This is an optimization exercise on Yosys and OpenROAD, whose aim is small area and a short achievable clock period, not a production implementation. No functional check of the RTL was part of this run. Power figures rest on the tool's default switching activity, not on a simulated workload.

==> design/flow/design.v <==
`default_nettype none
package mm_pkg;
  localparam int ARRAY_N = 3;
  localparam int ELEM_W = 8;
  localparam int ACC_W  = 16;
  typedef logic signed [ELEM_W-1:0] elem_t;
  typedef logic signed [ACC_W-1:0]  acc_t;
  typedef enum logic [1:0] {
    SEQ_IDLE = 2'd0,
    SEQ_RUN  = 2'd1,
    SEQ_DONE = 2'd2
  } seq_state_t;
endpackage
`default_nettype wire
`default_nettype none
package mm_regs_pkg;
  localparam int AXI_ADDR_W = 8;
  localparam int AXI_DATA_W = 32;
  localparam logic [AXI_ADDR_W-1:0] REG_CTRL   = 8'h00;
  localparam logic [AXI_ADDR_W-1:0] REG_STATUS = 8'h04;
  localparam logic [AXI_ADDR_W-1:0] OPND_BASE  = 8'h40;
  localparam logic [AXI_ADDR_W-1:0] RES_BASE   = 8'h80;
  localparam int CTRL_START = 0;
  localparam int CTRL_CLEAR = 1;
  localparam int STAT_BUSY = 0;
  localparam int STAT_DONE = 1;
  localparam int STAT_FULL = 2;
  typedef enum logic [1:0] {
    RESP_OKAY   = 2'b00,
    RESP_SLVERR = 2'b10
  } axi_resp_t;
endpackage
`default_nettype wire
`default_nettype none
module mm_dot3 (
  input  wire [7:0]  i_a0, i_a1, i_a2,
  input  wire [7:0]  i_b0, i_b1, i_b2,
  output wire [34:0] o_st
);
  wire pp1;
  wire pp2;
  wire pp3;
  wire pp4;
  wire pp5;
  wire pp6;
  wire pp7;
  wire pp8;
  wire pp9;
  wire pp10;
  wire pp11;
  wire pp12;
  wire pp13;
  wire pp14;
  wire pp15;
  wire pp16;
  wire pp17;
  wire pp18;
  wire pp19;
  wire pp20;
  wire pp21;
  wire pp22;
  wire pp23;
  wire pp24;
  wire pp25;
  wire pp26;
  wire pp27;
  wire pp28;
  wire pp29;
  wire pp30;
  wire pp31;
  wire pp32;
  wire pp33;
  wire pp34;
  wire pp35;
  wire pp36;
  wire pp37;
  wire pp38;
  wire pp39;
  wire pp40;
  wire pp41;
  wire pp42;
  wire pp43;
  wire pp44;
  wire pp45;
  wire pp46;
  wire pp47;
  wire pp48;
  wire pp49;
  wire pp50;
  wire pp51;
  wire pp52;
  wire pp53;
  wire pp54;
  wire pp55;
  wire pp56;
  wire pp57;
  wire pp58;
  wire pp59;
  wire pp60;
  wire pp61;
  wire pp62;
  wire pp63;
  wire pp64;
  wire pp65;
  wire pp66;
  wire pp67;
  wire pp68;
  wire pp69;
  wire pp70;
  wire pp71;
  wire pp72;
  wire pp73;
  wire pp74;
  wire pp75;
  wire pp76;
  wire pp77;
  wire pp78;
  wire pp79;
  wire pp80;
  wire pp81;
  wire pp82;
  wire pp83;
  wire pp84;
  wire pp85;
  wire pp86;
  wire pp87;
  wire pp88;
  wire pp89;
  wire pp90;
  wire pp91;
  wire pp92;
  wire pp93;
  wire pp94;
  wire pp95;
  wire pp96;
  wire pp97;
  wire pp98;
  wire pp99;
  wire pp100;
  wire pp101;
  wire pp102;
  wire pp103;
  wire pp104;
  wire pp105;
  wire pp106;
  wire pp107;
  wire pp108;
  wire pp109;
  wire pp110;
  wire pp111;
  wire pp112;
  wire pp113;
  wire pp114;
  wire pp115;
  wire pp116;
  wire pp117;
  wire pp118;
  wire pp119;
  wire pp120;
  wire pp121;
  wire pp122;
  wire pp123;
  wire pp124;
  wire pp125;
  wire pp126;
  wire pp127;
  wire pp128;
  wire pp129;
  wire pp130;
  wire pp131;
  wire pp132;
  wire pp133;
  wire pp134;
  wire pp135;
  wire pp136;
  wire pp137;
  wire pp138;
  wire pp139;
  wire pp140;
  wire pp141;
  wire pp142;
  wire pp143;
  wire pp144;
  wire pp145;
  wire pp146;
  wire pp147;
  wire pp148;
  wire pp149;
  wire pp150;
  wire pp151;
  wire pp152;
  wire pp153;
  wire pp154;
  wire pp155;
  wire pp156;
  wire pp157;
  wire pp158;
  wire pp159;
  wire pp160;
  wire pp161;
  wire pp162;
  wire pp163;
  wire pp164;
  wire pp165;
  wire pp166;
  wire pp167;
  wire pp168;
  wire pp169;
  wire pp170;
  wire pp171;
  wire pp172;
  wire pp173;
  wire pp174;
  wire pp175;
  wire pp176;
  wire pp177;
  wire pp178;
  wire pp179;
  wire pp180;
  wire pp181;
  wire pp182;
  wire pp183;
  wire pp184;
  wire pp185;
  wire pp186;
  wire pp187;
  wire pp188;
  wire pp189;
  wire pp190;
  wire pp191;
  wire pp192;
  wire s193;
  wire c194;
  wire s195;
  wire c196;
  wire s197;
  wire c198;
  wire s199;
  wire c200;
  wire s201;
  wire c202;
  wire s203;
  wire c204;
  wire s205;
  wire c206;
  wire s207;
  wire c208;
  wire s209;
  wire c210;
  wire s211;
  wire c212;
  wire s213;
  wire c214;
  wire s215;
  wire c216;
  wire s217;
  wire c218;
  wire s219;
  wire c220;
  wire s221;
  wire c222;
  wire s223;
  wire c224;
  wire s225;
  wire c226;
  wire s227;
  wire c228;
  wire s229;
  wire c230;
  wire s231;
  wire c232;
  wire s233;
  wire c234;
  wire s235;
  wire c236;
  wire s237;
  wire c238;
  wire s239;
  wire c240;
  wire s241;
  wire c242;
  wire s243;
  wire c244;
  wire s245;
  wire c246;
  wire s247;
  wire c248;
  wire s249;
  wire c250;
  wire s251;
  wire c252;
  wire s253;
  wire c254;
  wire s255;
  wire c256;
  wire s257;
  wire c258;
  wire s259;
  wire c260;
  wire s261;
  wire c262;
  wire s263;
  wire c264;
  wire s265;
  wire c266;
  wire s267;
  wire c268;
  wire s269;
  wire c270;
  wire s271;
  wire c272;
  wire s273;
  wire c274;
  wire s275;
  wire c276;
  wire s277;
  wire c278;
  wire s279;
  wire c280;
  wire s281;
  wire c282;
  wire s283;
  wire c284;
  wire s285;
  wire c286;
  wire s287;
  wire c288;
  wire s289;
  wire c290;
  wire s291;
  wire c292;
  wire s293;
  wire c294;
  wire s295;
  wire c296;
  wire s297;
  wire c298;
  wire s299;
  wire c300;
  wire s301;
  wire c302;
  wire s303;
  wire c304;
  wire s305;
  wire c306;
  wire s307;
  wire c308;
  wire s309;
  wire c310;
  wire s311;
  wire c312;
  wire s313;
  wire c314;
  wire s315;
  wire c316;
  wire s317;
  wire c318;
  wire s319;
  wire c320;
  wire s321;
  wire c322;
  wire s323;
  wire c324;
  wire s325;
  wire c326;
  wire s327;
  wire c328;
  wire s329;
  wire c330;
  wire s331;
  wire c332;
  wire s333;
  wire c334;
  wire s335;
  wire c336;
  wire s337;
  wire c338;
  wire s339;
  wire c340;
  wire s341;
  wire c342;
  wire s343;
  wire c344;
  wire s345;
  wire c346;
  wire s347;
  wire c348;
  wire s349;
  wire c350;
  wire s351;
  wire c352;
  wire s353;
  wire c354;
  wire s355;
  wire c356;
  wire s357;
  wire c358;
  wire s359;
  wire c360;
  wire s361;
  wire c362;
  wire s363;
  wire c364;
  wire s365;
  wire c366;
  wire s367;
  wire c368;
  wire s369;
  wire c370;
  wire s371;
  wire c372;
  wire s373;
  wire c374;
  wire s375;
  wire c376;
  wire s377;
  wire c378;
  wire s379;
  wire c380;
  wire s381;
  wire c382;
  wire s383;
  wire c384;
  wire s385;
  wire c386;
  wire s387;
  wire c388;
  wire s389;
  wire c390;
  wire s391;
  wire c392;
  wire s393;
  wire c394;
  wire s395;
  wire c396;
  wire s397;
  wire c398;
  wire s399;
  wire c400;
  wire s401;
  wire c402;
  wire s403;
  wire c404;
  wire s405;
  wire c406;
  wire s407;
  wire c408;
  wire s409;
  wire c410;
  wire s411;
  wire c412;
  wire s413;
  wire c414;
  wire s415;
  wire c416;
  wire s417;
  wire c418;
  wire s419;
  wire c420;
  wire s421;
  wire c422;
  wire s423;
  wire c424;
  wire s425;
  wire c426;
  wire s427;
  wire c428;
  wire s429;
  wire c430;
  wire s431;
  wire c432;
  wire s433;
  wire c434;
  wire s435;
  wire c436;
  wire s437;
  wire c438;
  wire s439;
  wire c440;
  wire s441;
  wire c442;
  wire s443;
  wire c444;
  wire s445;
  wire c446;
  wire s447;
  wire c448;
  wire s449;
  wire c450;
  wire s451;
  wire c452;
  wire s453;
  wire c454;
  wire s455;
  wire c456;
  wire s457;
  wire c458;
  wire s459;
  wire c460;
  wire s461;
  wire c462;
  wire s463;
  wire c464;
  wire s465;
  wire c466;
  wire s467;
  wire c468;
  wire s469;
  wire c470;
  wire s471;
  wire c472;
  wire s473;
  wire c474;
  wire s475;
  wire c476;
  wire s477;
  wire c478;
  wire s479;
  wire c480;
  wire s481;
  wire c482;
  wire s483;
  wire c484;
  wire s485;
  wire c486;
  wire s487;
  wire c488;
  wire s489;
  wire c490;
  wire s491;
  wire c492;
  wire s493;
  wire c494;
  wire s495;
  wire c496;
  wire s497;
  wire c498;
  wire s499;
  wire c500;
  wire s501;
  wire c502;
  wire s503;
  wire s504;
  wire c505;
  wire s506;
  wire c507;
  wire s508;
  wire c509;
  wire s510;
  wire c511;
  wire s512;
  wire c513;
  wire s514;
  wire c515;
  wire s516;
  wire c517;
  wire s518;
  wire c519;
  wire s520;
  wire c521;
  wire s522;
  wire c523;
  wire s524;
  wire c525;
  wire s526;
  wire c527;
  wire s528;
  assign pp1 = ~(i_a0[0] & i_b0[0]);
  assign pp2 = ~(i_a0[0] & i_b0[1]);
  assign pp3 = ~(i_a0[0] & i_b0[2]);
  assign pp4 = ~(i_a0[0] & i_b0[3]);
  assign pp5 = ~(i_a0[0] & i_b0[4]);
  assign pp6 = ~(i_a0[0] & i_b0[5]);
  assign pp7 = ~(i_a0[0] & i_b0[6]);
  assign pp8 = i_a0[0] & i_b0[7];
  assign pp9 = ~(i_a0[1] & i_b0[0]);
  assign pp10 = ~(i_a0[1] & i_b0[1]);
  assign pp11 = ~(i_a0[1] & i_b0[2]);
  assign pp12 = ~(i_a0[1] & i_b0[3]);
  assign pp13 = ~(i_a0[1] & i_b0[4]);
  assign pp14 = ~(i_a0[1] & i_b0[5]);
  assign pp15 = ~(i_a0[1] & i_b0[6]);
  assign pp16 = i_a0[1] & i_b0[7];
  assign pp17 = ~(i_a0[2] & i_b0[0]);
  assign pp18 = ~(i_a0[2] & i_b0[1]);
  assign pp19 = ~(i_a0[2] & i_b0[2]);
  assign pp20 = ~(i_a0[2] & i_b0[3]);
  assign pp21 = ~(i_a0[2] & i_b0[4]);
  assign pp22 = ~(i_a0[2] & i_b0[5]);
  assign pp23 = ~(i_a0[2] & i_b0[6]);
  assign pp24 = i_a0[2] & i_b0[7];
  assign pp25 = ~(i_a0[3] & i_b0[0]);
  assign pp26 = ~(i_a0[3] & i_b0[1]);
  assign pp27 = ~(i_a0[3] & i_b0[2]);
  assign pp28 = ~(i_a0[3] & i_b0[3]);
  assign pp29 = ~(i_a0[3] & i_b0[4]);
  assign pp30 = ~(i_a0[3] & i_b0[5]);
  assign pp31 = ~(i_a0[3] & i_b0[6]);
  assign pp32 = i_a0[3] & i_b0[7];
  assign pp33 = ~(i_a0[4] & i_b0[0]);
  assign pp34 = ~(i_a0[4] & i_b0[1]);
  assign pp35 = ~(i_a0[4] & i_b0[2]);
  assign pp36 = ~(i_a0[4] & i_b0[3]);
  assign pp37 = ~(i_a0[4] & i_b0[4]);
  assign pp38 = ~(i_a0[4] & i_b0[5]);
  assign pp39 = ~(i_a0[4] & i_b0[6]);
  assign pp40 = i_a0[4] & i_b0[7];
  assign pp41 = ~(i_a0[5] & i_b0[0]);
  assign pp42 = ~(i_a0[5] & i_b0[1]);
  assign pp43 = ~(i_a0[5] & i_b0[2]);
  assign pp44 = ~(i_a0[5] & i_b0[3]);
  assign pp45 = ~(i_a0[5] & i_b0[4]);
  assign pp46 = ~(i_a0[5] & i_b0[5]);
  assign pp47 = ~(i_a0[5] & i_b0[6]);
  assign pp48 = i_a0[5] & i_b0[7];
  assign pp49 = ~(i_a0[6] & i_b0[0]);
  assign pp50 = ~(i_a0[6] & i_b0[1]);
  assign pp51 = ~(i_a0[6] & i_b0[2]);
  assign pp52 = ~(i_a0[6] & i_b0[3]);
  assign pp53 = ~(i_a0[6] & i_b0[4]);
  assign pp54 = ~(i_a0[6] & i_b0[5]);
  assign pp55 = ~(i_a0[6] & i_b0[6]);
  assign pp56 = i_a0[6] & i_b0[7];
  assign pp57 = i_a0[7] & i_b0[0];
  assign pp58 = i_a0[7] & i_b0[1];
  assign pp59 = i_a0[7] & i_b0[2];
  assign pp60 = i_a0[7] & i_b0[3];
  assign pp61 = i_a0[7] & i_b0[4];
  assign pp62 = i_a0[7] & i_b0[5];
  assign pp63 = i_a0[7] & i_b0[6];
  assign pp64 = ~(i_a0[7] & i_b0[7]);
  assign pp65 = ~(i_a1[0] & i_b1[0]);
  assign pp66 = ~(i_a1[0] & i_b1[1]);
  assign pp67 = ~(i_a1[0] & i_b1[2]);
  assign pp68 = ~(i_a1[0] & i_b1[3]);
  assign pp69 = ~(i_a1[0] & i_b1[4]);
  assign pp70 = ~(i_a1[0] & i_b1[5]);
  assign pp71 = ~(i_a1[0] & i_b1[6]);
  assign pp72 = i_a1[0] & i_b1[7];
  assign pp73 = ~(i_a1[1] & i_b1[0]);
  assign pp74 = ~(i_a1[1] & i_b1[1]);
  assign pp75 = ~(i_a1[1] & i_b1[2]);
  assign pp76 = ~(i_a1[1] & i_b1[3]);
  assign pp77 = ~(i_a1[1] & i_b1[4]);
  assign pp78 = ~(i_a1[1] & i_b1[5]);
  assign pp79 = ~(i_a1[1] & i_b1[6]);
  assign pp80 = i_a1[1] & i_b1[7];
  assign pp81 = ~(i_a1[2] & i_b1[0]);
  assign pp82 = ~(i_a1[2] & i_b1[1]);
  assign pp83 = ~(i_a1[2] & i_b1[2]);
  assign pp84 = ~(i_a1[2] & i_b1[3]);
  assign pp85 = ~(i_a1[2] & i_b1[4]);
  assign pp86 = ~(i_a1[2] & i_b1[5]);
  assign pp87 = ~(i_a1[2] & i_b1[6]);
  assign pp88 = i_a1[2] & i_b1[7];
  assign pp89 = ~(i_a1[3] & i_b1[0]);
  assign pp90 = ~(i_a1[3] & i_b1[1]);
  assign pp91 = ~(i_a1[3] & i_b1[2]);
  assign pp92 = ~(i_a1[3] & i_b1[3]);
  assign pp93 = ~(i_a1[3] & i_b1[4]);
  assign pp94 = ~(i_a1[3] & i_b1[5]);
  assign pp95 = ~(i_a1[3] & i_b1[6]);
  assign pp96 = i_a1[3] & i_b1[7];
  assign pp97 = ~(i_a1[4] & i_b1[0]);
  assign pp98 = ~(i_a1[4] & i_b1[1]);
  assign pp99 = ~(i_a1[4] & i_b1[2]);
  assign pp100 = ~(i_a1[4] & i_b1[3]);
  assign pp101 = ~(i_a1[4] & i_b1[4]);
  assign pp102 = ~(i_a1[4] & i_b1[5]);
  assign pp103 = ~(i_a1[4] & i_b1[6]);
  assign pp104 = i_a1[4] & i_b1[7];
  assign pp105 = ~(i_a1[5] & i_b1[0]);
  assign pp106 = ~(i_a1[5] & i_b1[1]);
  assign pp107 = ~(i_a1[5] & i_b1[2]);
  assign pp108 = ~(i_a1[5] & i_b1[3]);
  assign pp109 = ~(i_a1[5] & i_b1[4]);
  assign pp110 = ~(i_a1[5] & i_b1[5]);
  assign pp111 = ~(i_a1[5] & i_b1[6]);
  assign pp112 = i_a1[5] & i_b1[7];
  assign pp113 = ~(i_a1[6] & i_b1[0]);
  assign pp114 = ~(i_a1[6] & i_b1[1]);
  assign pp115 = ~(i_a1[6] & i_b1[2]);
  assign pp116 = ~(i_a1[6] & i_b1[3]);
  assign pp117 = ~(i_a1[6] & i_b1[4]);
  assign pp118 = ~(i_a1[6] & i_b1[5]);
  assign pp119 = ~(i_a1[6] & i_b1[6]);
  assign pp120 = i_a1[6] & i_b1[7];
  assign pp121 = i_a1[7] & i_b1[0];
  assign pp122 = i_a1[7] & i_b1[1];
  assign pp123 = i_a1[7] & i_b1[2];
  assign pp124 = i_a1[7] & i_b1[3];
  assign pp125 = i_a1[7] & i_b1[4];
  assign pp126 = i_a1[7] & i_b1[5];
  assign pp127 = i_a1[7] & i_b1[6];
  assign pp128 = ~(i_a1[7] & i_b1[7]);
  assign pp129 = ~(i_a2[0] & i_b2[0]);
  assign pp130 = ~(i_a2[0] & i_b2[1]);
  assign pp131 = ~(i_a2[0] & i_b2[2]);
  assign pp132 = ~(i_a2[0] & i_b2[3]);
  assign pp133 = ~(i_a2[0] & i_b2[4]);
  assign pp134 = ~(i_a2[0] & i_b2[5]);
  assign pp135 = ~(i_a2[0] & i_b2[6]);
  assign pp136 = i_a2[0] & i_b2[7];
  assign pp137 = ~(i_a2[1] & i_b2[0]);
  assign pp138 = ~(i_a2[1] & i_b2[1]);
  assign pp139 = ~(i_a2[1] & i_b2[2]);
  assign pp140 = ~(i_a2[1] & i_b2[3]);
  assign pp141 = ~(i_a2[1] & i_b2[4]);
  assign pp142 = ~(i_a2[1] & i_b2[5]);
  assign pp143 = ~(i_a2[1] & i_b2[6]);
  assign pp144 = i_a2[1] & i_b2[7];
  assign pp145 = ~(i_a2[2] & i_b2[0]);
  assign pp146 = ~(i_a2[2] & i_b2[1]);
  assign pp147 = ~(i_a2[2] & i_b2[2]);
  assign pp148 = ~(i_a2[2] & i_b2[3]);
  assign pp149 = ~(i_a2[2] & i_b2[4]);
  assign pp150 = ~(i_a2[2] & i_b2[5]);
  assign pp151 = ~(i_a2[2] & i_b2[6]);
  assign pp152 = i_a2[2] & i_b2[7];
  assign pp153 = ~(i_a2[3] & i_b2[0]);
  assign pp154 = ~(i_a2[3] & i_b2[1]);
  assign pp155 = ~(i_a2[3] & i_b2[2]);
  assign pp156 = ~(i_a2[3] & i_b2[3]);
  assign pp157 = ~(i_a2[3] & i_b2[4]);
  assign pp158 = ~(i_a2[3] & i_b2[5]);
  assign pp159 = ~(i_a2[3] & i_b2[6]);
  assign pp160 = i_a2[3] & i_b2[7];
  assign pp161 = ~(i_a2[4] & i_b2[0]);
  assign pp162 = ~(i_a2[4] & i_b2[1]);
  assign pp163 = ~(i_a2[4] & i_b2[2]);
  assign pp164 = ~(i_a2[4] & i_b2[3]);
  assign pp165 = ~(i_a2[4] & i_b2[4]);
  assign pp166 = ~(i_a2[4] & i_b2[5]);
  assign pp167 = ~(i_a2[4] & i_b2[6]);
  assign pp168 = i_a2[4] & i_b2[7];
  assign pp169 = ~(i_a2[5] & i_b2[0]);
  assign pp170 = ~(i_a2[5] & i_b2[1]);
  assign pp171 = ~(i_a2[5] & i_b2[2]);
  assign pp172 = ~(i_a2[5] & i_b2[3]);
  assign pp173 = ~(i_a2[5] & i_b2[4]);
  assign pp174 = ~(i_a2[5] & i_b2[5]);
  assign pp175 = ~(i_a2[5] & i_b2[6]);
  assign pp176 = i_a2[5] & i_b2[7];
  assign pp177 = ~(i_a2[6] & i_b2[0]);
  assign pp178 = ~(i_a2[6] & i_b2[1]);
  assign pp179 = ~(i_a2[6] & i_b2[2]);
  assign pp180 = ~(i_a2[6] & i_b2[3]);
  assign pp181 = ~(i_a2[6] & i_b2[4]);
  assign pp182 = ~(i_a2[6] & i_b2[5]);
  assign pp183 = ~(i_a2[6] & i_b2[6]);
  assign pp184 = i_a2[6] & i_b2[7];
  assign pp185 = i_a2[7] & i_b2[0];
  assign pp186 = i_a2[7] & i_b2[1];
  assign pp187 = i_a2[7] & i_b2[2];
  assign pp188 = i_a2[7] & i_b2[3];
  assign pp189 = i_a2[7] & i_b2[4];
  assign pp190 = i_a2[7] & i_b2[5];
  assign pp191 = i_a2[7] & i_b2[6];
  assign pp192 = ~(i_a2[7] & i_b2[7]);
  mm_fa u_s193 (.i_a(pp106), .i_b(pp113), .i_c(pp135), .o_s(s193), .o_c(c194));
  mm_fa u_s195 (.i_a(pp100), .i_b(pp107), .i_c(pp114), .o_s(s195), .o_c(c196));
  mm_fa u_s197 (.i_a(pp121), .i_b(pp136), .i_c(pp143), .o_s(s197), .o_c(c198));
  mm_fa u_s199 (.i_a(pp15), .i_b(pp150), .i_c(pp157), .o_s(s199), .o_c(c200));
  mm_ha u_s201 (.i_a(pp101), .i_b(pp108), .o_s(s201), .o_c(c202));
  mm_fa u_s203 (.i_a(pp115), .i_b(pp122), .i_c(pp144), .o_s(s203), .o_c(c204));
  mm_fa u_s205 (.i_a(pp151), .i_b(pp158), .i_c(pp16), .o_s(s205), .o_c(c206));
  mm_ha u_s207 (.i_a(pp102), .i_b(pp109), .o_s(s207), .o_c(c208));
  mm_fa u_s209 (.i_a(pp116), .i_b(pp123), .i_c(1'b1), .o_s(s209), .o_c(c210));
  mm_fa u_s211 (.i_a(pp12), .i_b(pp133), .i_c(pp140), .o_s(s211), .o_c(c212));
  mm_fa u_s213 (.i_a(pp105), .i_b(pp13), .i_c(pp134), .o_s(s213), .o_c(c214));
  mm_fa u_s215 (.i_a(pp141), .i_b(pp148), .i_c(pp155), .o_s(s215), .o_c(c216));
  mm_fa u_s217 (.i_a(pp162), .i_b(pp169), .i_c(pp20), .o_s(s217), .o_c(c218));
  mm_fa u_s219 (.i_a(pp14), .i_b(pp142), .i_c(pp149), .o_s(s219), .o_c(c220));
  mm_fa u_s221 (.i_a(pp156), .i_b(pp163), .i_c(pp170), .o_s(s221), .o_c(c222));
  mm_fa u_s223 (.i_a(pp177), .i_b(pp21), .i_c(pp28), .o_s(s223), .o_c(c224));
  mm_fa u_s225 (.i_a(pp35), .i_b(pp42), .i_c(pp49), .o_s(s225), .o_c(c226));
  mm_fa u_s227 (.i_a(pp7), .i_b(pp71), .i_c(1'b1), .o_s(s227), .o_c(c228));
  mm_fa u_s229 (.i_a(pp164), .i_b(pp171), .i_c(pp178), .o_s(s229), .o_c(c230));
  mm_fa u_s231 (.i_a(pp185), .i_b(pp22), .i_c(pp29), .o_s(s231), .o_c(c232));
  mm_fa u_s233 (.i_a(pp36), .i_b(pp43), .i_c(pp50), .o_s(s233), .o_c(c234));
  mm_fa u_s235 (.i_a(pp57), .i_b(pp72), .i_c(pp79), .o_s(s235), .o_c(c236));
  mm_fa u_s237 (.i_a(pp8), .i_b(pp86), .i_c(pp93), .o_s(s237), .o_c(c238));
  mm_fa u_s239 (.i_a(c194), .i_b(s195), .i_c(1'b1), .o_s(s239), .o_c(c240));
  mm_fa u_s241 (.i_a(pp165), .i_b(pp172), .i_c(pp179), .o_s(s241), .o_c(c242));
  mm_fa u_s243 (.i_a(pp186), .i_b(pp23), .i_c(pp30), .o_s(s243), .o_c(c244));
  mm_fa u_s245 (.i_a(pp37), .i_b(pp44), .i_c(pp51), .o_s(s245), .o_c(c246));
  mm_fa u_s247 (.i_a(pp58), .i_b(pp80), .i_c(pp87), .o_s(s247), .o_c(c248));
  mm_fa u_s249 (.i_a(pp94), .i_b(c196), .i_c(c198), .o_s(s249), .o_c(c250));
  mm_fa u_s251 (.i_a(c200), .i_b(s201), .i_c(s203), .o_s(s251), .o_c(c252));
  mm_fa u_s253 (.i_a(pp152), .i_b(pp159), .i_c(pp166), .o_s(s253), .o_c(c254));
  mm_fa u_s255 (.i_a(pp173), .i_b(pp180), .i_c(pp187), .o_s(s255), .o_c(c256));
  mm_fa u_s257 (.i_a(pp24), .i_b(pp31), .i_c(pp38), .o_s(s257), .o_c(c258));
  mm_fa u_s259 (.i_a(pp45), .i_b(pp52), .i_c(pp59), .o_s(s259), .o_c(c260));
  mm_fa u_s261 (.i_a(pp88), .i_b(pp95), .i_c(s209), .o_s(s261), .o_c(c262));
  mm_fa u_s263 (.i_a(c202), .i_b(c204), .i_c(c206), .o_s(s263), .o_c(c264));
  mm_fa u_s265 (.i_a(pp103), .i_b(pp110), .i_c(pp117), .o_s(s265), .o_c(c266));
  mm_fa u_s267 (.i_a(pp124), .i_b(pp160), .i_c(pp167), .o_s(s267), .o_c(c268));
  mm_fa u_s269 (.i_a(pp174), .i_b(pp181), .i_c(pp188), .o_s(s269), .o_c(c270));
  mm_fa u_s271 (.i_a(pp32), .i_b(pp39), .i_c(pp46), .o_s(s271), .o_c(c272));
  mm_fa u_s273 (.i_a(pp53), .i_b(pp60), .i_c(pp96), .o_s(s273), .o_c(c274));
  mm_fa u_s275 (.i_a(pp104), .i_b(pp111), .i_c(pp118), .o_s(s275), .o_c(c276));
  mm_fa u_s277 (.i_a(pp125), .i_b(pp168), .i_c(pp175), .o_s(s277), .o_c(c278));
  mm_fa u_s279 (.i_a(pp11), .i_b(pp132), .i_c(pp139), .o_s(s279), .o_c(c280));
  mm_fa u_s281 (.i_a(pp146), .i_b(pp153), .i_c(1'b1), .o_s(s281), .o_c(c282));
  mm_fa u_s283 (.i_a(pp147), .i_b(pp154), .i_c(pp161), .o_s(s283), .o_c(c284));
  mm_fa u_s285 (.i_a(pp19), .i_b(pp26), .i_c(pp33), .o_s(s285), .o_c(c286));
  mm_fa u_s287 (.i_a(pp5), .i_b(pp69), .i_c(pp76), .o_s(s287), .o_c(c288));
  mm_fa u_s289 (.i_a(pp27), .i_b(pp34), .i_c(pp41), .o_s(s289), .o_c(c290));
  mm_fa u_s291 (.i_a(pp6), .i_b(pp70), .i_c(pp77), .o_s(s291), .o_c(c292));
  mm_fa u_s293 (.i_a(pp84), .i_b(pp91), .i_c(pp98), .o_s(s293), .o_c(c294));
  mm_fa u_s295 (.i_a(c212), .i_b(s213), .i_c(1'b1), .o_s(s295), .o_c(c296));
  mm_fa u_s297 (.i_a(pp78), .i_b(pp85), .i_c(pp92), .o_s(s297), .o_c(c298));
  mm_fa u_s299 (.i_a(pp99), .i_b(s227), .i_c(c214), .o_s(s299), .o_c(c300));
  mm_fa u_s301 (.i_a(c216), .i_b(c218), .i_c(s193), .o_s(s301), .o_c(c302));
  mm_fa u_s303 (.i_a(s219), .i_b(s221), .i_c(s223), .o_s(s303), .o_c(c304));
  mm_fa u_s305 (.i_a(c228), .i_b(c220), .i_c(c222), .o_s(s305), .o_c(c306));
  mm_fa u_s307 (.i_a(c224), .i_b(c226), .i_c(s197), .o_s(s307), .o_c(c308));
  mm_fa u_s309 (.i_a(s199), .i_b(s229), .i_c(s231), .o_s(s309), .o_c(c310));
  mm_fa u_s311 (.i_a(s233), .i_b(s235), .i_c(s237), .o_s(s311), .o_c(c312));
  mm_fa u_s313 (.i_a(c230), .i_b(c232), .i_c(c234), .o_s(s313), .o_c(c314));
  mm_fa u_s315 (.i_a(c236), .i_b(c238), .i_c(s205), .o_s(s315), .o_c(c316));
  mm_fa u_s317 (.i_a(s241), .i_b(s243), .i_c(s245), .o_s(s317), .o_c(c318));
  mm_fa u_s319 (.i_a(s247), .i_b(c240), .i_c(s249), .o_s(s319), .o_c(c320));
  mm_fa u_s321 (.i_a(c242), .i_b(c244), .i_c(c246), .o_s(s321), .o_c(c322));
  mm_fa u_s323 (.i_a(c248), .i_b(s207), .i_c(s253), .o_s(s323), .o_c(c324));
  mm_fa u_s325 (.i_a(s255), .i_b(s257), .i_c(s259), .o_s(s325), .o_c(c326));
  mm_fa u_s327 (.i_a(s261), .i_b(c250), .i_c(c252), .o_s(s327), .o_c(c328));
  mm_fa u_s329 (.i_a(c210), .i_b(c208), .i_c(c254), .o_s(s329), .o_c(c330));
  mm_fa u_s331 (.i_a(c256), .i_b(c258), .i_c(c260), .o_s(s331), .o_c(c332));
  mm_fa u_s333 (.i_a(s265), .i_b(s267), .i_c(s269), .o_s(s333), .o_c(c334));
  mm_fa u_s335 (.i_a(s271), .i_b(s273), .i_c(c262), .o_s(s335), .o_c(c336));
  mm_fa u_s337 (.i_a(pp182), .i_b(pp189), .i_c(pp40), .o_s(s337), .o_c(c338));
  mm_fa u_s339 (.i_a(pp47), .i_b(pp54), .i_c(pp61), .o_s(s339), .o_c(c340));
  mm_fa u_s341 (.i_a(c266), .i_b(c268), .i_c(c270), .o_s(s341), .o_c(c342));
  mm_fa u_s343 (.i_a(c272), .i_b(c274), .i_c(s275), .o_s(s343), .o_c(c344));
  mm_fa u_s345 (.i_a(pp112), .i_b(pp119), .i_c(pp126), .o_s(s345), .o_c(c346));
  mm_fa u_s347 (.i_a(pp176), .i_b(pp183), .i_c(pp190), .o_s(s347), .o_c(c348));
  mm_fa u_s349 (.i_a(pp48), .i_b(pp55), .i_c(pp62), .o_s(s349), .o_c(c350));
  mm_fa u_s351 (.i_a(pp10), .i_b(pp131), .i_c(pp138), .o_s(s351), .o_c(c352));
  mm_fa u_s353 (.i_a(pp145), .i_b(pp17), .i_c(1'b1), .o_s(s353), .o_c(c354));
  mm_fa u_s355 (.i_a(pp18), .i_b(pp25), .i_c(pp4), .o_s(s355), .o_c(c356));
  mm_fa u_s357 (.i_a(pp68), .i_b(pp75), .i_c(pp82), .o_s(s357), .o_c(c358));
  mm_fa u_s359 (.i_a(pp89), .i_b(s281), .i_c(1'b1), .o_s(s359), .o_c(c360));
  mm_fa u_s361 (.i_a(pp83), .i_b(pp90), .i_c(pp97), .o_s(s361), .o_c(c362));
  mm_fa u_s363 (.i_a(c282), .i_b(c280), .i_c(s211), .o_s(s363), .o_c(c364));
  mm_fa u_s365 (.i_a(s283), .i_b(s285), .i_c(s287), .o_s(s365), .o_c(c366));
  mm_fa u_s367 (.i_a(c284), .i_b(c286), .i_c(c288), .o_s(s367), .o_c(c368));
  mm_fa u_s369 (.i_a(s215), .i_b(s217), .i_c(s289), .o_s(s369), .o_c(c370));
  mm_fa u_s371 (.i_a(s291), .i_b(s293), .i_c(s295), .o_s(s371), .o_c(c372));
  mm_fa u_s373 (.i_a(c290), .i_b(c292), .i_c(c294), .o_s(s373), .o_c(c374));
  mm_fa u_s375 (.i_a(s225), .i_b(s297), .i_c(c296), .o_s(s375), .o_c(c376));
  mm_fa u_s377 (.i_a(s299), .i_b(s301), .i_c(s303), .o_s(s377), .o_c(c378));
  mm_fa u_s379 (.i_a(c298), .i_b(c300), .i_c(s239), .o_s(s379), .o_c(c380));
  mm_fa u_s381 (.i_a(c302), .i_b(c304), .i_c(s305), .o_s(s381), .o_c(c382));
  mm_fa u_s383 (.i_a(s307), .i_b(s309), .i_c(s311), .o_s(s383), .o_c(c384));
  mm_fa u_s385 (.i_a(c306), .i_b(c308), .i_c(c310), .o_s(s385), .o_c(c386));
  mm_fa u_s387 (.i_a(c312), .i_b(s313), .i_c(s315), .o_s(s387), .o_c(c388));
  mm_fa u_s389 (.i_a(s251), .i_b(s317), .i_c(s319), .o_s(s389), .o_c(c390));
  mm_fa u_s391 (.i_a(c314), .i_b(c316), .i_c(c318), .o_s(s391), .o_c(c392));
  mm_fa u_s393 (.i_a(s263), .i_b(s321), .i_c(s323), .o_s(s393), .o_c(c394));
  mm_fa u_s395 (.i_a(s325), .i_b(c320), .i_c(s327), .o_s(s395), .o_c(c396));
  mm_fa u_s397 (.i_a(c264), .i_b(c322), .i_c(c324), .o_s(s397), .o_c(c398));
  mm_fa u_s399 (.i_a(c326), .i_b(s329), .i_c(s331), .o_s(s399), .o_c(c400));
  mm_fa u_s401 (.i_a(s333), .i_b(s335), .i_c(c328), .o_s(s401), .o_c(c402));
  mm_fa u_s403 (.i_a(s277), .i_b(s337), .i_c(s339), .o_s(s403), .o_c(c404));
  mm_fa u_s405 (.i_a(c330), .i_b(c332), .i_c(c334), .o_s(s405), .o_c(c406));
  mm_fa u_s407 (.i_a(s341), .i_b(s343), .i_c(c336), .o_s(s407), .o_c(c408));
  mm_fa u_s409 (.i_a(c276), .i_b(c278), .i_c(c338), .o_s(s409), .o_c(c410));
  mm_fa u_s411 (.i_a(c340), .i_b(s345), .i_c(s347), .o_s(s411), .o_c(c412));
  mm_fa u_s413 (.i_a(s349), .i_b(c342), .i_c(c344), .o_s(s413), .o_c(c414));
  mm_fa u_s415 (.i_a(pp120), .i_b(pp127), .i_c(pp184), .o_s(s415), .o_c(c416));
  mm_fa u_s417 (.i_a(pp191), .i_b(pp56), .i_c(pp63), .o_s(s417), .o_c(c418));
  mm_fa u_s419 (.i_a(c346), .i_b(c348), .i_c(c350), .o_s(s419), .o_c(c420));
  mm_fa u_s421 (.i_a(pp130), .i_b(pp137), .i_c(pp2), .o_s(s421), .o_c(c422));
  mm_fa u_s423 (.i_a(pp3), .i_b(pp67), .i_c(pp74), .o_s(s423), .o_c(c424));
  mm_fa u_s425 (.i_a(pp81), .i_b(s353), .i_c(1'b1), .o_s(s425), .o_c(c426));
  mm_fa u_s427 (.i_a(c354), .i_b(c352), .i_c(s279), .o_s(s427), .o_c(c428));
  mm_fa u_s429 (.i_a(s355), .i_b(s357), .i_c(s359), .o_s(s429), .o_c(c430));
  mm_fa u_s431 (.i_a(c356), .i_b(c358), .i_c(c360), .o_s(s431), .o_c(c432));
  mm_fa u_s433 (.i_a(s361), .i_b(s363), .i_c(s365), .o_s(s433), .o_c(c434));
  mm_fa u_s435 (.i_a(c362), .i_b(c364), .i_c(c366), .o_s(s435), .o_c(c436));
  mm_fa u_s437 (.i_a(s367), .i_b(s369), .i_c(s371), .o_s(s437), .o_c(c438));
  mm_fa u_s439 (.i_a(c368), .i_b(c370), .i_c(s373), .o_s(s439), .o_c(c440));
  mm_fa u_s441 (.i_a(s375), .i_b(c372), .i_c(s377), .o_s(s441), .o_c(c442));
  mm_fa u_s443 (.i_a(c374), .i_b(c376), .i_c(s379), .o_s(s443), .o_c(c444));
  mm_fa u_s445 (.i_a(c378), .i_b(s381), .i_c(s383), .o_s(s445), .o_c(c446));
  mm_fa u_s447 (.i_a(c380), .i_b(c382), .i_c(s385), .o_s(s447), .o_c(c448));
  mm_fa u_s449 (.i_a(c384), .i_b(s387), .i_c(s389), .o_s(s449), .o_c(c450));
  mm_fa u_s451 (.i_a(c386), .i_b(c388), .i_c(s391), .o_s(s451), .o_c(c452));
  mm_fa u_s453 (.i_a(s393), .i_b(c390), .i_c(s395), .o_s(s453), .o_c(c454));
  mm_fa u_s455 (.i_a(c392), .i_b(s397), .i_c(c394), .o_s(s455), .o_c(c456));
  mm_fa u_s457 (.i_a(s399), .i_b(s401), .i_c(c396), .o_s(s457), .o_c(c458));
  mm_fa u_s459 (.i_a(s403), .i_b(c398), .i_c(c400), .o_s(s459), .o_c(c460));
  mm_fa u_s461 (.i_a(s405), .i_b(s407), .i_c(c402), .o_s(s461), .o_c(c462));
  mm_fa u_s463 (.i_a(c404), .i_b(s409), .i_c(s411), .o_s(s463), .o_c(c464));
  mm_fa u_s465 (.i_a(c406), .i_b(s413), .i_c(c408), .o_s(s465), .o_c(c466));
  mm_fa u_s467 (.i_a(s415), .i_b(s417), .i_c(c410), .o_s(s467), .o_c(c468));
  mm_fa u_s469 (.i_a(c412), .i_b(s419), .i_c(c414), .o_s(s469), .o_c(c470));
  mm_fa u_s471 (.i_a(pp128), .i_b(pp192), .i_c(pp64), .o_s(s471), .o_c(c472));
  mm_fa u_s473 (.i_a(c416), .i_b(c418), .i_c(c420), .o_s(s473), .o_c(c474));
  mm_fa u_s475 (.i_a(pp66), .i_b(pp73), .i_c(1'b1), .o_s(s475), .o_c(c476));
  mm_fa u_s477 (.i_a(c422), .i_b(s351), .i_c(s423), .o_s(s477), .o_c(c478));
  mm_fa u_s479 (.i_a(c424), .i_b(c426), .i_c(s427), .o_s(s479), .o_c(c480));
  mm_fa u_s481 (.i_a(c428), .i_b(s431), .i_c(c430), .o_s(s481), .o_c(c482));
  mm_fa u_s483 (.i_a(c432), .i_b(c434), .i_c(s435), .o_s(s483), .o_c(c484));
  mm_fa u_s485 (.i_a(c436), .i_b(s439), .i_c(c438), .o_s(s485), .o_c(c486));
  mm_fa u_s487 (.i_a(c440), .i_b(s443), .i_c(c442), .o_s(s487), .o_c(c488));
  mm_fa u_s489 (.i_a(c444), .i_b(s447), .i_c(c446), .o_s(s489), .o_c(c490));
  mm_fa u_s491 (.i_a(c448), .i_b(s451), .i_c(c450), .o_s(s491), .o_c(c492));
  mm_fa u_s493 (.i_a(c452), .i_b(s455), .i_c(c454), .o_s(s493), .o_c(c494));
  mm_fa u_s495 (.i_a(c456), .i_b(s459), .i_c(s461), .o_s(s495), .o_c(c496));
  mm_fa u_s497 (.i_a(s463), .i_b(c460), .i_c(s465), .o_s(s497), .o_c(c498));
  mm_fa u_s499 (.i_a(s467), .i_b(c464), .i_c(s469), .o_s(s499), .o_c(c500));
  mm_fa u_s501 (.i_a(s471), .i_b(c468), .i_c(s473), .o_s(s501), .o_c(c502));
  assign s503 = ~(c472);
  mm_fa u_s504 (.i_a(pp1), .i_b(pp129), .i_c(pp65), .o_s(s504), .o_c(c505));
  mm_fa u_s506 (.i_a(pp9), .i_b(s475), .i_c(c505), .o_s(s506), .o_c(c507));
  mm_fa u_s508 (.i_a(s421), .i_b(s506), .i_c(1'b1), .o_s(s508), .o_c(c509));
  mm_fa u_s510 (.i_a(c476), .i_b(s425), .i_c(c507), .o_s(s510), .o_c(c511));
  mm_fa u_s512 (.i_a(s477), .i_b(c509), .i_c(s510), .o_s(s512), .o_c(c513));
  mm_fa u_s514 (.i_a(c478), .i_b(s429), .i_c(c511), .o_s(s514), .o_c(c515));
  mm_fa u_s516 (.i_a(s479), .i_b(c513), .i_c(s514), .o_s(s516), .o_c(c517));
  mm_fa u_s518 (.i_a(c480), .i_b(s433), .i_c(s481), .o_s(s518), .o_c(c519));
  mm_fa u_s520 (.i_a(c515), .i_b(c517), .i_c(s518), .o_s(s520), .o_c(c521));
  mm_fa u_s522 (.i_a(c482), .i_b(s437), .i_c(c519), .o_s(s522), .o_c(c523));
  mm_fa u_s524 (.i_a(c484), .i_b(s441), .i_c(s485), .o_s(s524), .o_c(c525));
  mm_fa u_s526 (.i_a(c470), .i_b(s501), .i_c(c500), .o_s(s526), .o_c(c527));
  assign s528 = s503 ^ c474 ^ c502;
  assign o_st = {c527, s528, s526, c498, s499, c466, c496, s497, c462, c494, s495, c458, s493, c492, s457, s491, c490, s453, s489, s449, c488, c525, s487, c486, s445, s524, c523, c521, s522, s483, s520, s516, s512, s508, s504};
endmodule
module mm_dot3_fin (
  input  wire [34:0] i_st,
  output wire [15:0] o_n0,
  output wire [15:0] o_n1
);
  wire s1;
  wire c2;
  wire s3;
  wire c4;
  wire s5;
  wire c6;
  wire s7;
  wire c8;
  wire s9;
  wire c10;
  wire s11;
  wire c12;
  wire s13;
  wire c14;
  wire s15;
  wire c16;
  wire s17;
  wire c18;
  wire s19;
  wire c20;
  wire s21;
  wire c22;
  wire s23;
  wire c24;
  wire s25;
  wire c26;
  wire s27;
  wire c28;
  wire s29;
  wire c30;
  wire s31;
  wire c32;
  wire s33;
  wire c34;
  wire s35;
  mm_fa u_s1 (.i_a(i_st[10]), .i_b(i_st[11]), .i_c(1'b1), .o_s(s1), .o_c(c2));
  mm_fa u_s3 (.i_a(i_st[14]), .i_b(i_st[15]), .i_c(1'b1), .o_s(s3), .o_c(c4));
  mm_fa u_s5 (.i_a(i_st[17]), .i_b(i_st[18]), .i_c(1'b1), .o_s(s5), .o_c(c6));
  mm_fa u_s7 (.i_a(i_st[20]), .i_b(i_st[21]), .i_c(1'b1), .o_s(s7), .o_c(c8));
  mm_fa u_s9 (.i_a(i_st[23]), .i_b(i_st[24]), .i_c(1'b1), .o_s(s9), .o_c(c10));
  mm_fa u_s11 (.i_a(i_st[26]), .i_b(i_st[27]), .i_c(1'b1), .o_s(s11), .o_c(c12));
  mm_fa u_s13 (.i_a(i_st[29]), .i_b(i_st[30]), .i_c(1'b1), .o_s(s13), .o_c(c14));
  mm_fa u_s15 (.i_a(i_st[5]), .i_b(i_st[6]), .i_c(1'b1), .o_s(s15), .o_c(c16));
  mm_fa u_s17 (.i_a(i_st[8]), .i_b(i_st[9]), .i_c(1'b1), .o_s(s17), .o_c(c18));
  mm_fa u_s19 (.i_a(i_st[12]), .i_b(i_st[13]), .i_c(s1), .o_s(s19), .o_c(c20));
  mm_fa u_s21 (.i_a(i_st[16]), .i_b(c2), .i_c(s3), .o_s(s21), .o_c(c22));
  mm_fa u_s23 (.i_a(i_st[19]), .i_b(c4), .i_c(s5), .o_s(s23), .o_c(c24));
  mm_fa u_s25 (.i_a(i_st[22]), .i_b(c6), .i_c(s7), .o_s(s25), .o_c(c26));
  mm_fa u_s27 (.i_a(i_st[25]), .i_b(c8), .i_c(s9), .o_s(s27), .o_c(c28));
  mm_fa u_s29 (.i_a(i_st[28]), .i_b(c10), .i_c(s11), .o_s(s29), .o_c(c30));
  mm_fa u_s31 (.i_a(i_st[31]), .i_b(c12), .i_c(s13), .o_s(s31), .o_c(c32));
  mm_fa u_s33 (.i_a(i_st[32]), .i_b(c14), .i_c(1'b1), .o_s(s33), .o_c(c34));
  assign s35 = ~(i_st[33] ^ i_st[34]);
  assign o_n0 = {s35, s33, c30, c28, c26, c24, c22, c20, c18, c16, i_st[7], i_st[4], i_st[3], i_st[2], i_st[1], i_st[0]};
  assign o_n1 = {c34, c32, s31, s29, s27, s25, s23, s21, s19, s17, s15, 1'b1, 1'b1, 1'b1, 1'b1, 1'b1};
endmodule
module mm_fa (input wire i_a, i_b, i_c, output wire o_s, o_c);
  assign o_s = i_a ^ i_b ^ i_c;
  assign o_c = (i_a & i_b) | (i_a & i_c) | (i_b & i_c);
endmodule
module mm_ha (input wire i_a, i_b, output wire o_s, o_c);
  assign o_s = i_a ^ i_b;
  assign o_c = i_a & i_b;
endmodule
`default_nettype wire
`timescale 1ns/1ps
`default_nettype none
module mm_top (
  input  logic        clk,
  input  logic        rst_n,
  input  logic        i_awvalid,
  output logic        o_awready,
  input  logic [7:0]  i_awaddr,
  input  logic        i_wvalid,
  output logic        o_wready,
  input  logic [31:0] i_wdata,
  input  logic [3:0]  i_wstrb,
  output logic        o_bvalid,
  input  logic        i_bready,
  output logic [1:0]  o_bresp,
  input  logic        i_arvalid,
  output logic        o_arready,
  input  logic [7:0]  i_araddr,
  output logic        o_rvalid,
  input  logic        i_rready,
  output logic [31:0] o_rdata,
  output logic [1:0]  o_rresp
);
  logic        bvalid_q;
  logic        bslverr_q;
  logic        start_q;
  logic        clear_q;
  logic        busy_q;
  logic        done_q;
  logic [2:0]  cnt_q;
  logic [17:0] mask_q;
  logic        newbit_q;
  logic        full;
  logic        accept;
  logic        wr_go;
  logic        wr_ctrl;
  logic        wr_opnd;
  logic [4:0]  wr_slot;
  logic        opnd_we;
  assign wr_go     = i_awvalid && i_wvalid && !bvalid_q;
  assign o_awready = wr_go;
  assign o_wready  = wr_go;
  assign wr_ctrl = (i_awaddr == 8'h00);
  assign wr_opnd = (i_awaddr[1:0] == 2'b00) &&
                   ((i_awaddr[7:6] == 2'b01) || (i_awaddr[7:3] == 5'b10000));
  assign wr_slot = i_awaddr[6:2] - 5'd16;
  assign opnd_we = wr_go && wr_opnd && !busy_q;
  always_ff @(posedge clk or negedge rst_n) begin
    if (!rst_n) begin
      bvalid_q <= 1'b0;
      start_q  <= 1'b0;
      clear_q  <= 1'b0;
    end else begin
      if (bvalid_q && i_bready) bvalid_q <= 1'b0;
      if (wr_go) bvalid_q <= 1'b1;
      start_q <= wr_go && wr_ctrl && i_wdata[0];
      clear_q <= wr_go && wr_ctrl && i_wdata[1];
    end
  end
  always_ff @(posedge clk) begin
    if (wr_go) bslverr_q <= !(wr_ctrl || (wr_opnd && !busy_q));
  end
  assign o_bvalid = bvalid_q;
  assign o_bresp  = {bslverr_q, 1'b0};
  logic [2:0] ph_i_q;
  logic [2:0] ph_j_q;
  logic [2:0] ph_j_next;
  assign ph_j_next = ph_i_q[2] ? {ph_j_q[1:0], ph_j_q[2]} : ph_j_q;
  always_ff @(posedge clk or negedge rst_n) begin
    if (!rst_n) begin
      ph_i_q <= 3'b001;
      ph_j_q <= 3'b001;
    end else begin
      ph_i_q <= {ph_i_q[1:0], ph_i_q[2]};
      ph_j_q <= ph_j_next;
    end
  end
  logic [2:0]        wr_row;
  logic [2:0]        wr_col;
  logic              wr_a;
  logic              wr_b;
  logic [7:0]        a_q [3][3];
  logic [7:0]        b_q [3][3];
  logic [7:0]        bsel_q [3];
  always_comb begin
    wr_a = opnd_we && (wr_slot < 5'd9);
    wr_b = opnd_we && (wr_slot >= 5'd9);
    for (int r = 0; r < 3; r++) begin
      wr_row[r] = 1'b0;
      wr_col[r] = 1'b0;
      for (int c = 0; c < 3; c++) begin
        wr_row[r] = wr_row[r] | (wr_slot == 5'(3 * r + c)) | (wr_slot == 5'(9 + 3 * r + c));
        wr_col[r] = wr_col[r] | (wr_slot == 5'(3 * c + r)) | (wr_slot == 5'(9 + 3 * c + r));
      end
    end
  end
  always_ff @(posedge clk) begin
    for (int k = 0; k < 3; k++) begin
      for (int g = 0; g < 3; g++) begin
        if (wr_a && wr_col[k] &&
            ((ph_i_q[0] && wr_row[(g + 1) % 3]) ||
             (ph_i_q[1] && wr_row[(g + 2) % 3]) ||
             (ph_i_q[2] && wr_row[g])))
          a_q[k][g] <= i_wdata[7:0];
        else
          a_q[k][g] <= a_q[k][(g + 1) % 3];
      end
    end
  end
  always_ff @(posedge clk) begin
    for (int r = 0; r < 3; r++)
      for (int c = 0; c < 3; c++)
        if (wr_b && wr_row[r] && wr_col[c]) b_q[r][c] <= i_wdata[7:0];
  end
  always_ff @(posedge clk) begin
    for (int k = 0; k < 3; k++)
      bsel_q[k] <= ({8{ph_j_next[0]}} & b_q[k][0]) |
                   ({8{ph_j_next[1]}} & b_q[k][1]) |
                   ({8{ph_j_next[2]}} & b_q[k][2]);
  end
  always_ff @(posedge clk or negedge rst_n) begin
    if (!rst_n) begin
      mask_q   <= '0;
      newbit_q <= 1'b0;
    end else begin
      newbit_q <= 1'b0;
      if (clear_q) begin
        mask_q <= '0;
      end else if (opnd_we) begin
        mask_q[wr_slot] <= 1'b1;
        newbit_q        <= !mask_q[wr_slot];
      end
    end
  end
  assign full = (&mask_q) && !newbit_q;
  assign accept = start_q && full && !busy_q;
  always_ff @(posedge clk or negedge rst_n) begin
    if (!rst_n) begin
      busy_q <= 1'b0;
      done_q <= 1'b0;
    end else if (accept) begin
      busy_q <= 1'b1;
      done_q <= 1'b0;
    end else if (busy_q && cnt_q == 3'd7) begin
      busy_q <= 1'b0;
      done_q <= 1'b1;
    end
  end
  always_ff @(posedge clk) begin
    if (accept) cnt_q <= 3'd0;
    else if (busy_q) cnt_q <= cnt_q + 3'd1;
  end
  logic [34:0] dot_st;
  logic [34:0] st_q;
  logic [15:0] fin_n0;
  logic [15:0] fin_n1;
  logic [15:0] sum;
  logic        ring_we;
  logic [15:0] ring_q [9];
  mm_dot3 u_dot (
    .i_a0 (a_q[0][0]),
    .i_a1 (a_q[1][0]),
    .i_a2 (a_q[2][0]),
    .i_b0 (bsel_q[0]),
    .i_b1 (bsel_q[1]),
    .i_b2 (bsel_q[2]),
    .o_st (dot_st)
  );
  always_ff @(posedge clk) st_q <= dot_st;
  mm_dot3_fin u_fin (
    .i_st (st_q),
    .o_n0 (fin_n0),
    .o_n1 (fin_n1)
  );
  assign sum     = ~(fin_n0 + fin_n1 + 16'd1);
  assign ring_we = accept || busy_q;
  always_ff @(posedge clk) begin
    ring_q[0] <= ring_we ? sum : ring_q[8];
    for (int p = 1; p < 9; p++) ring_q[p] <= ring_q[p-1];
  end
  logic        arready_q;
  logic        rvalid_q;
  logic        rslverr_q;
  logic [15:0] rdata_q;
  logic        ar_go;
  logic        rd_ctrl;
  logic        rd_stat;
  logic        rd_res;
  logic [8:0]  rd_k;
  logic [8:0]  phase;
  logic [8:0]  rd_pos;
  logic [15:0] rd_val;
  logic [15:0] rd_data;
  assign ar_go   = i_arvalid && arready_q;
  assign rd_ctrl = (i_araddr == 8'h00);
  assign rd_stat = (i_araddr == 8'h04);
  assign rd_res  = (i_araddr[7] == 1'b1) && (i_araddr[1:0] == 2'b00) &&
                   (i_araddr[6:2] <= 5'd8);
  always_comb begin
    for (int f = 0; f < 9; f++) phase[f] = ph_j_q[f / 3] && ph_i_q[f % 3];
    for (int k = 0; k < 9; k++) rd_k[k] = (i_araddr[5:2] == 4'(k));
    for (int p = 0; p < 9; p++) begin
      rd_pos[p] = 1'b0;
      for (int k = 0; k < 9; k++) rd_pos[p] = rd_pos[p] | (rd_k[k] & phase[(p + 3 * (k % 3) + k / 3 + 2) % 9]);
    end
    rd_val = '0;
    for (int p = 0; p < 9; p++) rd_val = rd_val | ({16{rd_pos[p]}} & ring_q[p]);
    rd_data = '0;
    if (rd_res) rd_data = rd_val;
    else if (rd_stat) rd_data = {13'd0, full, done_q, busy_q};
  end
  always_ff @(posedge clk or negedge rst_n) begin
    if (!rst_n) begin
      arready_q <= 1'b0;
      rvalid_q  <= 1'b0;
    end else if (ar_go) begin
      arready_q <= 1'b0;
      rvalid_q  <= 1'b1;
    end else begin
      if (rvalid_q && i_rready) rvalid_q <= 1'b0;
      arready_q <= !rvalid_q || i_rready;
    end
  end
  always_ff @(posedge clk) begin
    if (ar_go) begin
      rslverr_q <= !(rd_ctrl || rd_stat || rd_res);
      rdata_q   <= rd_data;
    end
  end
  assign o_arready = arready_q;
  assign o_rvalid  = rvalid_q;
  assign o_rresp   = {rslverr_q, 1'b0};
  assign o_rdata   = {{16{rdata_q[15]}}, rdata_q};
endmodule
`default_nettype wire
==> design/flow/run.sh <==
#!/bin/bash
# synth_recipe.tcl (not shown) runs the flow's synth.tcl, then flattens the netlist and writes it again
# the make line also repeats each setting of config.mk as NAME=value (left out here)
make -C /OpenROAD-flow-scripts/flow DESIGN_CONFIG=/design/flow/config.mk WORK_HOME=/design/flow/orfs CLKGATE_MAP_FILE= SYNTH_SCRIPT=/design/flow/synth_recipe.tcl finish
==> design/flow/config.mk <==
export PLATFORM = sky130hd
export DESIGN_NAME = mm_top
export DESIGN_NICKNAME = mm_top
export VERILOG_FILES = /design/flow/design.v
export SDC_FILE = /design/flow/constraint.sdc
export NUM_CORES = 4
export LEC_CHECK = 0
export ABC_CLOCK_PERIOD_IN_PS = 4000
export CAP_MARGIN = 20
export CORE_MARGIN = 2
export CORE_UTILIZATION = 60
export CTS_CLUSTER_DIAMETER = 100
export CTS_CLUSTER_SIZE = 24
export PLACE_DENSITY = 0.7
export SETUP_SLACK_MARGIN = 4.47
export SLEW_MARGIN = 20
export SYNTH_HIERARCHICAL = 1
==> design/flow/constraint.sdc <==
create_clock -name core_clock -period 8.0 [get_ports {clk}]
set_input_delay 1.6000 -clock core_clock [delete_from_list [all_inputs] [get_ports {clk}]]
set_output_delay 1.6000 -clock core_clock [all_outputs]
set_load 0.01 [all_outputs]
==> results.tsv <==
metric	value	unit
numPortBuffers	69	
drc_errors	0	
setup_viol	0	
initial_antenna_violation_count	0	
cellLeakagePower	7.633	nW
routed_via_count	12280	
min_period	3.531	ns
routed_via_density	6.069	
clkLatencyLatePin	0.54	ns
floorplan.die_area	0.03378	sq mm
post_synth_num_cell_types	89	
rsz0062_at_grt	true	
cts_inserted_buffers	21	
cts_tree	done	
post_synth_xor_area_fraction	0.7032	%
synthFlopType	sky130_fd_sc_hd__dfxtp_1	
floorplan.initialDensity	61.15	%
number_of_global_route_vias_before_repair	12660	
synth.top_cell.area_share	28.69	%
synth-adder-area-share	20.50	%
slew_viol_final	0	
antenna-diode-count	0	
firstDrtPassIters	9	
routedLengthMet1	18480	um
nFillCells	2285	
num-nets-final	1878	
site_row_count	65	
worst_slew_pin_slew	0.8296	ns
slew-limit-headroom	44.70	%
finalWirelength	43360	um
top_level_ports	100	
most-common-layout-cells	sky130_fd_sc_hd__dfxtp_1, sky130_fd_sc_hd__nand2_1, sky130_fd_sc_hd__fa_1	
placeableCoreArea	0.03172	sq mm
dieHeight	183.8	um
route.detailed.wl_per_inst	21.42	um
synth-edff-count	90	
max_freq	0.2832	GHz
final_util	68.03	%
die_w	183.8	um
postLayoutCellArea	0.02158	sq mm
yosys-top-cells-area	sky130_fd_sc_hd__dfxtp_1, sky130_fd_sc_hd__fa_1, sky130_fd_sc_hd__edfxtp_1	
syn-instance-count	1603	
status	no timing/DRC/antenna violations	
cts.htree.levels	1	
grt_first_pass_wirelength	68860	um
totalNegativeSetupSlack	0	ns
synth_area_per_cell	12.10	sq um
cts_hold_repair.buffers	0	
final_non_filler_cell_total	2024	
clkTransAtPathRegs	0.09	ns
post_synthesis_sequential_element_count	400	
syn_area	0.01939	sq mm
cts_num_sinks	400	
highest_metal_used	met4	
fin_skew	0.02096	ns
synth_mux_area_share	5.187	%
dp_cells	1936	
synth_compound_gate_area_share	9.728	%
grt_max_degree	33	
power.ir.vdd_worst	181.3	uV
yosys_warnings	15	
placement.cell_area	0.01984	sq mm
cts.path.max_buffers	3	
worstPathMaxFanout	3	
totalPowerFinal	3.575	mW
antenna_left	0	
critical_path_class	in2out	
maxCapViolCount	0	
crit_required	6.40	ns
area_overhead_of_the_layout_relative_to_synthesis	11.26	%
hold_viol_final	0	
min_path_type	reg2reg	
layout-drive-gt1-share	15.35	%
timing.final.crit_share	44.13	%
grt_usage	26.31	%
synth-seq-area-share	46.77	%
worstSetupEndpointType	output port	
grt_overflow_total	0	
drt-initial-drc-count	1403	
post_synth_and_or_nand_nor_area_fraction	10.41	%
met3RoutedLength	2846	um
clockRootBuffer	sky130_fd_sc_hd__clkbuf_16	
critical_path_arrival	1.93	ns
synth-async-reset-ratio	8.000	%
hpwl	29050	um
main_combinational_cell_family_by_area_after_synthesis	adder cells	
wl_met2	20690	um
gpl.final_weighted_congestion	0.8802	
startpoint_type	input pin	
layout_commonest_cell	sky130_fd_sc_hd__dfxtp_1	
netlist.top_cell.by_area	sky130_fd_sc_hd__dfxtp_1	
power-per-cell-area	165.7	mW/mm^2
-- state kept, by name, summed over array words and instances (netlist names) --
signal / count
rdata_q: 16
bsel_q: 24
ring_q: 144
bvalid_q: 1
rvalid_q: 1
ph_j_q: 3
done_q: 1
rslverr_q: 1
busy_q: 1
mask_q: 18
a_q: 72
b_q: 72
start_q: 1
st_q: 35
cnt_q: 3
ph_i_q: 3
newbit_q: 1
bslverr_q: 1
clear_q: 1
arready_q: 1
-- Yosys stat by module, one instance, submodules excluded --
| module | flops+latches | area (sq um) | cells inside | copies in the design |
|---|---|---|---|---|
| mm_fa | 0 | 20.02 | 1 | 182 |
| mm_ha | 0 | 12.51 | 1 | 2 |
| mm_dot3_fin | 0 | 252.7 | 34 | 1 |
| mm_top | 400 | 14250 | 1134 | 1 |
| mm_dot3 | 0 | 1225 | 251 | 1 |
-- through the flow --
| stage | hold WS (ns) | setup slack [ns] |
|---|---|---|
| after floorplan | 0.3262 | 4.397 |
| after global placement | 0.3307 | 2.772 |
| after detailed placement | 0.3362 | 2.687 |
| after CTS | 0.3495 | 4.471 |
| after global routing | 0.3550 | 4.404 |
| final | 0.3485 | 4.469 |
-- repair_timing --
item                       4_1_cts  5_1_grt
gates cloned                     2        0
gates resized for setup        141       49
buffers inserted                27       25
pin swaps                        7       12
setup endpoints to repair      177      160
-- layout make-up --
type	instances	area, sq um	area share [%]
clock inverters	4	63.81	0.2957
clock buffers	30	559.3	2.592
flip-flops and latches	400	9176	42.53
inverters	55	216.5	1.003
well taps	402	503.0	2.331
repair buffers	132	1449	6.715
multi-input cells	1001	9610	44.54
-- Yosys cell counts, types with 10 or more instances --
| library cell | number |
|---|---|
| sky130_fd_sc_hd__o21ai_0 | 25 |
| sky130_fd_sc_hd__mux2_1 | 72 |
| sky130_fd_sc_hd__nand2_1 | 209 |
| sky130_fd_sc_hd__buf_2 | 51 |
| sky130_fd_sc_hd__a21oi_1 | 19 |
| sky130_fd_sc_hd__a22oi_1 | 18 |
| sky130_fd_sc_hd__nor3_1 | 18 |
| sky130_fd_sc_hd__o22ai_1 | 12 |
| sky130_fd_sc_hd__nor2b_1 | 17 |
| sky130_fd_sc_hd__edfxtp_1 | 90 |
| sky130_fd_sc_hd__buf_4 | 93 |
| sky130_fd_sc_hd__a31oi_1 | 27 |
| sky130_fd_sc_hd__a222oi_1 | 49 |
| sky130_fd_sc_hd__nand3_1 | 19 |
| sky130_fd_sc_hd__ha_1 | 25 |
| sky130_fd_sc_hd__clkbuf_1 | 23 |
| sky130_fd_sc_hd__o21ai_1 | 11 |
| sky130_fd_sc_hd__and2_1 | 45 |
| sky130_fd_sc_hd__inv_1 | 52 |
| sky130_fd_sc_hd__nand2b_1 | 10 |
| sky130_fd_sc_hd__nor2_1 | 52 |
| sky130_fd_sc_hd__fa_1 | 183 |
| sky130_fd_sc_hd__xnor2_1 | 11 |
| sky130_fd_sc_hd__dfxtp_1 | 278 |
| sky130_fd_sc_hd__dfrtp_1 | 30 |
-- report_power, final --
| group | internal, mW | switching, mW |
|---|---|---|
| clock | 0.531 | 0.634 |
| combinational | 0.145 | 0.182 |
| sequential | 2.07 | 0.00943 |
| total | 2.75 | 0.825 |
-- worst paths after layout --
path | end | slack [ns] | start | depth (start not counted)
worst min-delay path | ring_q[7][9] | 0.35 | ring_q[6][9] | 0
worst min register to register | ring_q[7][9] | 0.35 | ring_q[6][9] | 0
worst max register to register | st_q[9] | 4.55 | bsel_q[2][5] | 7
max in group asynchronous | ph_j_q[0] | 6.17 | rst_n | 2
worst max-delay path | o_wready | 4.47 | i_awvalid | 4
min in group asynchronous | bvalid_q | 1.47 | rst_n | 2
-- logic make-up (layout without fill, tap and decap cells) --
logic type,Yosys count,count (layout)
AOI/OAI and AO/OA,241,241
adders and majority gates,208,208
xor gates and xnor gates,14,14
buffers and inverters,226,221
muxes,85,85
and+or+nand+nor,426,426
DFF,400,400
other,3,27
-- per-layer routing --
metal	vias to the layer above	global-route usage, %
li1	5494	-
met1	6172	36.04
met2	516	44.39
met3	101	3.130
met4	0	7.968
met5	-	0
-- worst max-delay path: stages --
cell                      delay, ns
sky130_fd_sc_hd__buf_6         0.10
sky130_fd_sc_hd__nand3_4       0.08
sky130_fd_sc_hd__inv_4         0.04
sky130_fd_sc_hd__buf_6         0.11

-- afterwards: timing with drivers on the ports --
No port has a modelled driver above. Below, the same layout with a new extraction and two added sets of constraints.
Step 1, drivers: a clkbuf_16 drives clk and a buf_2 each remaining input, both assumed.
Step 2 adds t to the input delays and takes it off the output delays; t is the mean of the earliest and latest rising clock arrival at the registers after step 1. Input paths then give back, and output paths get back, about the clock's delay inside the block.
Slacks: ideal / step 1 / step 2; pairs: ideal / step 1.
t, ns: 0.579
setup WS [ns]: 4.469 / 4.437 / 3.955
latest minus earliest clock arrival (ns): 0.021 / 0.021
worst register clock-pin slew, ns: 0.10 / 0.10
worst data-port slew with drivers (ns): 0.04
After both steps this run still meets setup and hold. For this run, drivers alone change the setup slack by -0.032 ns; drivers and shift together by -0.514 ns.
